Source: an optimization exercise on an open RTL-to-GDS flow (aim: small area). Production flows keep margins and buffers that such runs may drop. Function was checked by simulation only, so behaviour that the tests miss may differ from the original. Power figures rest on the tool's default switching activity, not on a simulated workload.

===== config.mk =====
export PLATFORM = sky130hd
export DESIGN_NAME = rv_multicycle_core
export DESIGN_NICKNAME = rv_multicycle_core
export VERILOG_FILES = /design/flow/design.v
export SDC_FILE = /design/flow/constraint.sdc
export NUM_CORES = 4
export LEC_CHECK = 0
export CAP_MARGIN = 20
export CORE_MARGIN = 2
export CORE_UTILIZATION = 40
export SLEW_MARGIN = 20

===== constraint.sdc =====
create_clock -name core_clock -period 10.0 [get_ports {clk}]
set_input_delay 2.0000 -clock core_clock [delete_from_list [all_inputs] [get_ports {clk}]]
set_output_delay 2.0000 -clock core_clock [all_outputs]
set_load 0.01 [all_outputs]

===== design.v =====
module rv_multicycle_core #(
  parameter logic [31:0] RESET_PC = 32'h0000_0000,
  parameter int unsigned ADDR_W   = 32
) (
  input  logic              clk,
  input  logic              rst,
  input  logic              run,
  input  logic              step,
  output logic [ADDR_W-1:0] mem_addr,
  output logic              mem_re,
  output logic              mem_we,
  output logic [31:0]       mem_wdata,
  input  logic [31:0]       mem_rdata,
  input  logic              mem_ready,
  input  logic [4:0]        dbg_sel,
  output logic [31:0]       dbg_data,
  output logic [31:0]       pc_dbg,
  output logic [31:0]       instr_dbg,
  output logic [2:0]        state_dbg,
  output logic              retire,
  output logic              halted
);
  localparam logic [2:0] StFetch  = 3'd0;
  localparam logic [2:0] StDecode = 3'd1;
  localparam logic [2:0] StExec   = 3'd2;
  localparam logic [2:0] StMem    = 3'd3;
  localparam logic [2:0] StWb     = 3'd4;
  localparam logic [2:0] StHalt   = 3'd5;
  logic [2:0]  state_q, state_d;
  logic [31:1] pc_q;
  logic [31:0] ir_q, acc_q;
  logic        step_pending_q;
  logic [31:0] regs_q [1:31];
  logic [4:0] rs1, rs2, rd;
  assign rd  = ir_q[11:7];
  assign rs1 = ir_q[19:15];
  assign rs2 = ir_q[24:20];
  logic st_fetch, st_decode, st_exec, st_mem, st_wb;
  assign st_fetch  = (state_q == StFetch);
  assign st_decode = (state_q == StDecode);
  assign st_exec   = (state_q == StExec);
  assign st_mem    = (state_q == StMem);
  assign st_wb     = (state_q == StWb);
  logic [6:0] opcode, funct7;
  logic [2:0] funct3;
  assign opcode = ir_q[6:0];
  assign funct3 = ir_q[14:12];
  assign funct7 = ir_q[31:25];
  logic f3_alu, legal;
  assign f3_alu = (funct3 == 3'b000) || (funct3 == 3'b111) ||
                  (funct3 == 3'b110) || (funct3 == 3'b010);
  always_comb begin
    case (opcode)
      7'b0110011: legal = ((funct7 == 7'b0000000) && f3_alu) ||
                          ((funct7 == 7'b0100000) && (funct3 == 3'b000));
      7'b0010011: legal = f3_alu;
      7'b0000011: legal = (funct3 == 3'b010);
      7'b0100011: legal = (funct3 == 3'b010);
      7'b1100011: legal = (funct3 == 3'b000);
      default:    legal = 1'b0;
    endcase
  end
  logic is_aluop, is_beq, is_lw, is_sw, use_imm, sub;
  assign is_aluop = ir_q[4];                  
  assign is_beq   = ir_q[6];
  assign is_sw    = ~ir_q[4] & ir_q[5] & ~ir_q[6];
  assign is_lw    = ~ir_q[4] & ~ir_q[5];
  assign use_imm  = ~ir_q[5] | is_sw;         
  assign sub      = ir_q[4] ? (ir_q[13] | (ir_q[5] & ir_q[30])) : ir_q[6];
  logic [31:0] imm;
  assign imm = {{21{ir_q[31]}}, ir_q[30:25], ir_q[5] ? ir_q[11:7] : ir_q[24:20]};
  logic [4:0]  rsel;
  logic [31:0] rport;
  assign rsel = st_decode ? rs1 : rs2;
  always_comb begin
    rport = 32'b0;
    for (int i = 1; i < 32; i++)
      rport = rport | (regs_q[i] & {32{rsel == 5'(i)}});
  end
  always_comb begin
    dbg_data = 32'b0;
    for (int i = 1; i < 32; i++)
      dbg_data = dbg_data | (regs_q[i] & {32{dbg_sel == 5'(i)}});
  end
  logic [31:0] src_b, sum, alu_res;
  logic        slt, zero;
  assign src_b = use_imm ? imm : rport;
  assign sum   = acc_q + (src_b ^ {32{sub}}) + {31'b0, sub};
  assign slt   = (acc_q[31] ^ src_b[31]) ? acc_q[31] : sum[31];
  assign zero  = (sum == 32'b0);
  always_comb begin
    if (!is_aluop)           alu_res = sum;
    else if (ir_q[14])       alu_res = ir_q[12] ? (acc_q & src_b) : (acc_q | src_b);
    else if (ir_q[13])       alu_res = {31'b0, slt};
    else                     alu_res = sum;
  end
  logic [12:1] bimm;
  logic [31:1] pc_off, pc_sum;
  assign bimm   = {ir_q[31], ir_q[7], ir_q[30:25], ir_q[11:8]};
  assign pc_off = st_fetch ? 31'd2 : ({{19{bimm[12]}}, bimm} - 31'd2);
  assign pc_sum = pc_q + pc_off;
  logic go, fetch_done;
  assign go         = run | step_pending_q;
  assign fetch_done = st_fetch & go & mem_ready;
  always_comb begin
    state_d = state_q;
    mem_re  = 1'b0;
    mem_we  = 1'b0;
    retire  = 1'b0;
    case (state_q)
      StFetch: begin
        mem_re = go;
        if (go && mem_ready) state_d = StDecode;
      end
      StDecode: state_d = legal ? StExec : StHalt;
      StExec: begin
        if (is_beq) begin
          retire  = 1'b1;
          state_d = StFetch;
        end else if (is_aluop) begin
          state_d = StWb;
        end else begin
          state_d = StMem;
        end
      end
      StMem: begin
        mem_re = is_lw;
        mem_we = ~is_lw;
        if (mem_ready) begin
          retire  = ~is_lw;
          state_d = is_lw ? StWb : StFetch;
        end
      end
      StWb: begin
        retire  = 1'b1;
        state_d = StFetch;
      end
      StHalt:  state_d = StHalt;
      default: state_d = StFetch;
    endcase
  end
  always_ff @(posedge clk) begin
    if (rst) begin
      state_q        <= StFetch;
      pc_q           <= RESET_PC[31:1];
      ir_q           <= '0;
      step_pending_q <= 1'b0;
    end else begin
      state_q <= state_d;
      if (fetch_done) step_pending_q <= 1'b0;
      else if (step)  step_pending_q <= 1'b1;
      if (fetch_done) begin
        ir_q <= mem_rdata;
        pc_q <= pc_sum;
      end
      if (st_exec && is_beq && zero) pc_q <= pc_sum;
    end
  end
  always_ff @(posedge clk) begin
    if (st_decode)                           acc_q <= rport;
    else if (st_exec)                        acc_q <= alu_res;
    else if (st_mem && is_lw && mem_ready)   acc_q <= mem_rdata;
  end
  logic [31:0] wdata;
  assign wdata = acc_q & {32{~rst}};
  always_ff @(posedge clk) begin
    for (int i = 1; i < 32; i++)
      if (rst || (st_wb && rd == 5'(i))) regs_q[i] <= wdata;
  end
  assign mem_addr  = st_fetch ? {pc_q, 1'b0} : acc_q;
  assign mem_wdata = rport;
  assign pc_dbg    = {pc_q, 1'b0};
  assign instr_dbg = ir_q;
  assign state_dbg = state_q;
  assign halted    = (state_q == StHalt);
endmodule

===== run.sh =====
#!/bin/bash
# synth_recipe.tcl (not shown) runs the flow's synth.tcl, then flattens the netlist and writes it again
# the make line also repeats each setting of config.mk as NAME=value (left out here)
make -C /OpenROAD-flow-scripts/flow DESIGN_CONFIG=/design/flow/config.mk WORK_HOME=/design/flow/orfs CLKGATE_MAP_FILE= SYNTH_SCRIPT=/design/flow/synth_recipe.tcl finish

==> summary.txt <==
## through the flow
| stage | area (µm²) | cells |
|---|---|---|
| after global routing | 61100 | 6173 |
| after floorplan | 51900 | 4143 |
| after detailed placement | 57300 | 5960 |
| final | 61100 | 6179 |
| after CTS | 61000 | 6170 |
| after global placement | 57300 | 5959 |
## worst max-delay path: stages, from the launching register on
cell and delay, ps:
sky130_fd_sc_hd__dfxtp_1 460, sky130_fd_sc_hd__or3b_2 710, sky130_fd_sc_hd__mux2i_4 840, sky130_fd_sc_hd__buf_4 300, sky130_fd_sc_hd__nor2_2 60, sky130_fd_sc_hd__buf_4 340, sky130_fd_sc_hd__a22o_1 270, sky130_fd_sc_hd__a221oi_1 220
sky130_fd_sc_hd__nand3_1 120, sky130_fd_sc_hd__or4_1 780, sky130_fd_sc_hd__mux2_2 410, sky130_fd_sc_hd__xor2_1 150, sky130_fd_sc_hd__ha_1 370, sky130_fd_sc_hd__o21ai_0 140, sky130_fd_sc_hd__o311a_1 410, sky130_fd_sc_hd__a211oi_1 330
sky130_fd_sc_hd__o21bai_1 150, sky130_fd_sc_hd__a31oi_1 280, sky130_fd_sc_hd__o21ai_0 180, sky130_fd_sc_hd__a21oi_1 250, sky130_fd_sc_hd__nor2_1 80, sky130_fd_sc_hd__xnor2_1 300, sky130_fd_sc_hd__o2111ai_1 200, sky130_fd_sc_hd__or4_1 440
sky130_fd_sc_hd__or4_4 640, sky130_fd_sc_hd__or2_4 490, sky130_fd_sc_hd__o311ai_1 330
## registers in the layout, indices dropped and copies added (netlist names)
register,count
regs_q,992
acc_q,32
ir_q,32
pc_q,31
state_q,3
step_pending_q,1
## cell type report
class,count,area (µm²)
Fill cell,11400,68000
Sequential cell,1091,32100
Multi-Input combinational cell,2703,19500
Timing Repair Buffer,394,3570
Clock buffer,130,2910
Tap cell,1742,2180
Clock inverter,80,779
Inverter,33,126
Antenna cell,6,15.0
## power breakdown
part / switching [W] / leakage, nW / internal (W) / total, W
registers: 0.000293 / 10.9 / 0.00538 / 0.00567
logic: 0.00129 / 8.46 / 0.000636 / 0.00192
clock network: 0.00193 / 1.79 / 0.00236 / 0.00429
total: 0.00351 / 21.2 / 0.00838 / 0.0119
## worst paths after layout
path	cells past startpoint	endpoint	slack, ps	start
setup / recovery	26	pc_q[2]	600	state_q[1]
setup reg to reg	26	pc_q[2]	600	state_q[1]
hold / removal	2	step_pending_q	510	step_pending_q
hold reg to reg	2	step_pending_q	510	step_pending_q
## placed cells by master, fill, tap and decap left out, types with 16 or more instances in the layout
cell type	netlist	routed
sky130_fd_sc_hd__inv_1	32	31
sky130_fd_sc_hd__ha_1	67	67
sky130_fd_sc_hd__o311ai_1	28	28
sky130_fd_sc_hd__nand3_1	144	144
sky130_fd_sc_hd__nand2_1	323	323
sky130_fd_sc_hd__clkinv_1	0	22
sky130_fd_sc_hd__or3_1	29	29
sky130_fd_sc_hd__o21ai_0	122	88
sky130_fd_sc_hd__a222oi_1	55	55
sky130_fd_sc_hd__a21o_1	18	18
sky130_fd_sc_hd__a21oi_1	125	123
sky130_fd_sc_hd__or4_1	46	46
sky130_fd_sc_hd__o21a_1	30	30
sky130_fd_sc_hd__clkbuf_1	284	16
sky130_fd_sc_hd__maj3_1	30	30
sky130_fd_sc_hd__o22ai_1	23	23
sky130_fd_sc_hd__xor2_1	36	36
sky130_fd_sc_hd__o21ai_4	0	31
sky130_fd_sc_hd__buf_4	3	180
sky130_fd_sc_hd__clkbuf_16	0	114
sky130_fd_sc_hd__nor3_1	37	35
sky130_fd_sc_hd__nor2_1	171	119
sky130_fd_sc_hd__mux2i_1	24	21
sky130_fd_sc_hd__mux2_2	20	19
sky130_fd_sc_hd__a221oi_1	177	177
sky130_fd_sc_hd__and3_1	50	50
sky130_fd_sc_hd__dfxtp_1	67	67
sky130_fd_sc_hd__nand4_1	100	100
sky130_fd_sc_hd__xnor2_1	48	48
sky130_fd_sc_hd__a22o_1	163	163
sky130_fd_sc_hd__edfxtp_1	1024	1024
sky130_fd_sc_hd__nor2_4	0	50
sky130_fd_sc_hd__clkinv_2	0	24
sky130_fd_sc_hd__clkdlybuf4s50_1	0	206
sky130_fd_sc_hd__a22oi_1	581	581
## metal layers
| metal | share of wire | GRT usage |
|---|---|---|
| met1 | 0.33 | 0.477 |
| met2 | 0.40 | 0.552 |
| met4 | 0.087 | 0.253 |
| met5 | 0.00071 | 0 |
| met3 | 0.18 | 0.176 |
## cell families (layout without fill, tap and decap cells)
logic type | count (synthesis) | count (layout) | synth area share
xor gates and xnor gates | 84 | 84 | 0.0142
adders and majority gates | 99 | 99 | 0.0227
buffers and inverters | 349 | 637 | 0.0261
AOI/OAI and AO/OA | 1426 | 1426 | 0.207
other | 1 | 7 | 0.0000722
DFF | 1091 | 1091 | 0.618
and+or+nand+nor | 1046 | 1046 | 0.102
muxes | 47 | 47 | 0.00980
==> impl_table.tex <==
\begin{tabular}{lr}
\hline
Metric & Value \\
\hline
\multicolumn{2}{l}{\textbf{Synthesis}} \\
\quad Async S/R FF share, synth & 0 \\
\quad Fraction of synthesized cell area taken by the top area cell type & 0.592 \\
\quad Largest cells by area after synthesis & sky130\_fd\_sc\_hd\_\_edfxtp\_1, sky130\_fd\_sc\_hd\_\_a22oi\_1, sky130\_fd\_sc\_hd\_\_a221oi\_1 \\
\quad Post-synthesis register bit count & 1,091 \\
\quad Commonest cells in the synthesized netlist & sky130\_fd\_sc\_hd\_\_edfxtp\_1, sky130\_fd\_sc\_hd\_\_a22oi\_1, sky130\_fd\_sc\_hd\_\_nand2\_1 \\
\quad Number of library cell types mapped by synthesis & 88 \\
\quad Synthesized net count & 4,254 \\
\quad Largest area contributor in the netlist & sky130\_fd\_sc\_hd\_\_edfxtp\_1 \\
\quad Main synth FF type & sky130\_fd\_sc\_hd\_\_edfxtp\_1 \\
\quad Count of yosys warnings during synthesis & 2 \\
\quad Leading cell type by number of instances after synthesis & sky130\_fd\_sc\_hd\_\_edfxtp\_1 \\
\quad Total standard cell area after synthesis & 51,900 µm² \\
\quad EDFF count, synth & a little over 1,000 \\
\quad Post-Syn Area per Cell & 12.5 µm² \\
\quad Number of instances in the synthesized netlist & $\sim$4,100 \\
\quad Post-synthesis sequential area ratio & 0.618 \\
\multicolumn{2}{l}{\textbf{Finish}} \\
\quad Layout net count & 4,446 \\
\quad Fraction of final layout cells with drive strength greater than 1 & 0.122 \\
\quad Area Overhead vs Synth & 17.7\% \\
\quad Share of the core filled with cells in the final layout & 0.473 \\
\multicolumn{2}{l}{\textbf{Clock network}} \\
\quad Buffer levels on the longest clock path & 3 \\
\quad Clock transition at the register clock pins on the worst setup and hold paths after CTS & 60 ps \\
\quad Number of buffers inserted for hold repair after clock tree synthesis & 0 \\
\quad Source-to-sink clock delay at the later pin of the worst-skew pair & 780 ps \\
\quad CTS Root Cell & sky130\_fd\_sc\_hd\_\_clkbuf\_16 \\
\quad Total clock buffers created by CTS & 112 \\
\quad Resize count post-CTS & 0 \\
\quad CTS Sinks & about 1,100 \\
\quad Post CTS Setup Buffer Count & 0 \\
\quad H-tree levels & 3 \\
\quad Clock tree from TritonCTS & yes \\
\multicolumn{2}{l}{\textbf{Global route}} \\
\quad Via count of the first global-routing pass & 42,800 \\
\quad Initial antenna violation count & 17 \\
\quad GR Overflow Total & 0 \\
\quad Maximum number of pins on one net before global-route repair & 66 \\
\quad Total track usage & 0.389 \\
\quad Wire length of the first global-routing pass & $\sim$360,000 µm \\
\multicolumn{2}{l}{\textbf{Pwr}} \\
\quad Peak supply drop & between 0.0001 and 0.00015 V \\
\quad Leakage power & approximately 21 nW \\
\quad Power per Cell Area & about 190 nW/µm² \\
\quad Total power & around 0.012 W \\
\multicolumn{2}{l}{\textbf{Detailed routing}} \\
\quad Initial DRC count & 11,400 \\
\quad Routed Antenna Nets & 0 \\
\quad Drt first pass iters & 14 \\
\quad Mean routed wirelength per cell & around 43 µm \\
\quad Remaining DRCs & 0 \\
\quad Total number of vias & around 47,000 \\
\quad Routed via count divided by cell count & 7.60 \\
\quad Routed WL & roughly 270,000 µm \\
\multicolumn{2}{l}{\textbf{Timing}} \\
\quad Number of failing setup endpoints in the final timing report & 0 \\
\quad Number of hold violations in the final report & 0 \\
\quad Smallest setup slack after layout & about 600 ps \\
\quad Max-slew violation count & 0 \\
\quad Setup Skew & approximately 73 ps \\
\quad Headroom to the max-slew limit & 0.111 \\
\quad Minimum hold slack & $\sim$500 ps \\
\quad Setup repair after global routing missed its margin & false \\
\quad Slew at the pin closest to its max-slew limit & 1330 ps \\
\quad Final setup TNS & 0 ps \\
\quad Max frequency & around 0.11 GHz \\
\quad Fin crit period & 9400 ps \\
\quad Crit share post-route & 0.940 \\
\multicolumn{2}{l}{\textbf{Critical path}} \\
\quad WP data required & about 11,000 ps \\
\quad Startpoint type of the worst setup path & register \\
\quad Capturing element type of the critical path & register \\
\quad Category of the most critical setup path & reg -> reg \\
\quad Critical path data arrival time & 10,040 ps \\
\quad Largest fanout on the critical path & 33 \\
\multicolumn{2}{l}{\textbf{Placed design}} \\
\quad Number of port buffers & 207 \\
\quad Final GP Congestion & about 1.0 \\
\quad Half-perimeter wire length after detailed placement & 157,000 µm \\
\quad DP Worst Slack & between 800 and 900 ps \\
\multicolumn{2}{l}{\textbf{Job}} \\
\quad Reported max-cap violation count & 0 \\
\multicolumn{2}{l}{\textbf{Die}} \\
\quad Area of the core & between 100,000 and 150,000 µm² \\
\quad Number of top-level pins & 209 \\
\quad Die width & roughly 360 µm \\
\quad Effective utilization at floorplan & 0.402 \\
\quad Die height & about 360 µm \\
\quad DIE AREA & approximately 130,000 µm² \\
\quad Num rows & 132 \\
\multicolumn{2}{l}{\textbf{Outcome}} \\
\quad Outcome & no timing/DRC/antenna violations \\
\multicolumn{2}{l}{\textbf{Worst hold path}} \\
\quad Path type of the worst min-delay path & reg -> reg \\
\hline
\end{tabular}

## afterwards: timing with drivers on the ports
The flow's constraints put no driver on any port. The routed layout listed below was extracted and timed again, unchanged, in two steps.
Step 1 (the two cells are an assumption about what drives the block):
set clk [get_ports {clk}]
set_driving_cell -lib_cell sky130_fd_sc_hd__clkbuf_16 $clk
set_driving_cell -lib_cell sky130_fd_sc_hd__buf_2 [delete_from_list [all_inputs] $clk]
Step 2 times the ports against the registers' clock, not the clock port: input delays grow and output delays shrink by t, the midpoint of the rising clock arrivals with the driver on.
Slacks: ideal / step 1 / step 2; pairs: ideal / step 1.
shift t [ns]: 0.817
setup slack, ns: 0.602 / 0.602 / 0.602
hold WS [ns]: 0.505 / 0.505 / 0.505
worst slew at a driven data input, ns: 0.11
pins driven straight from the clock port: 1
After both steps this run still meets setup and hold. The setup slack of this run moves by 0.000 ns with the drivers and by 0.000 ns with both steps.
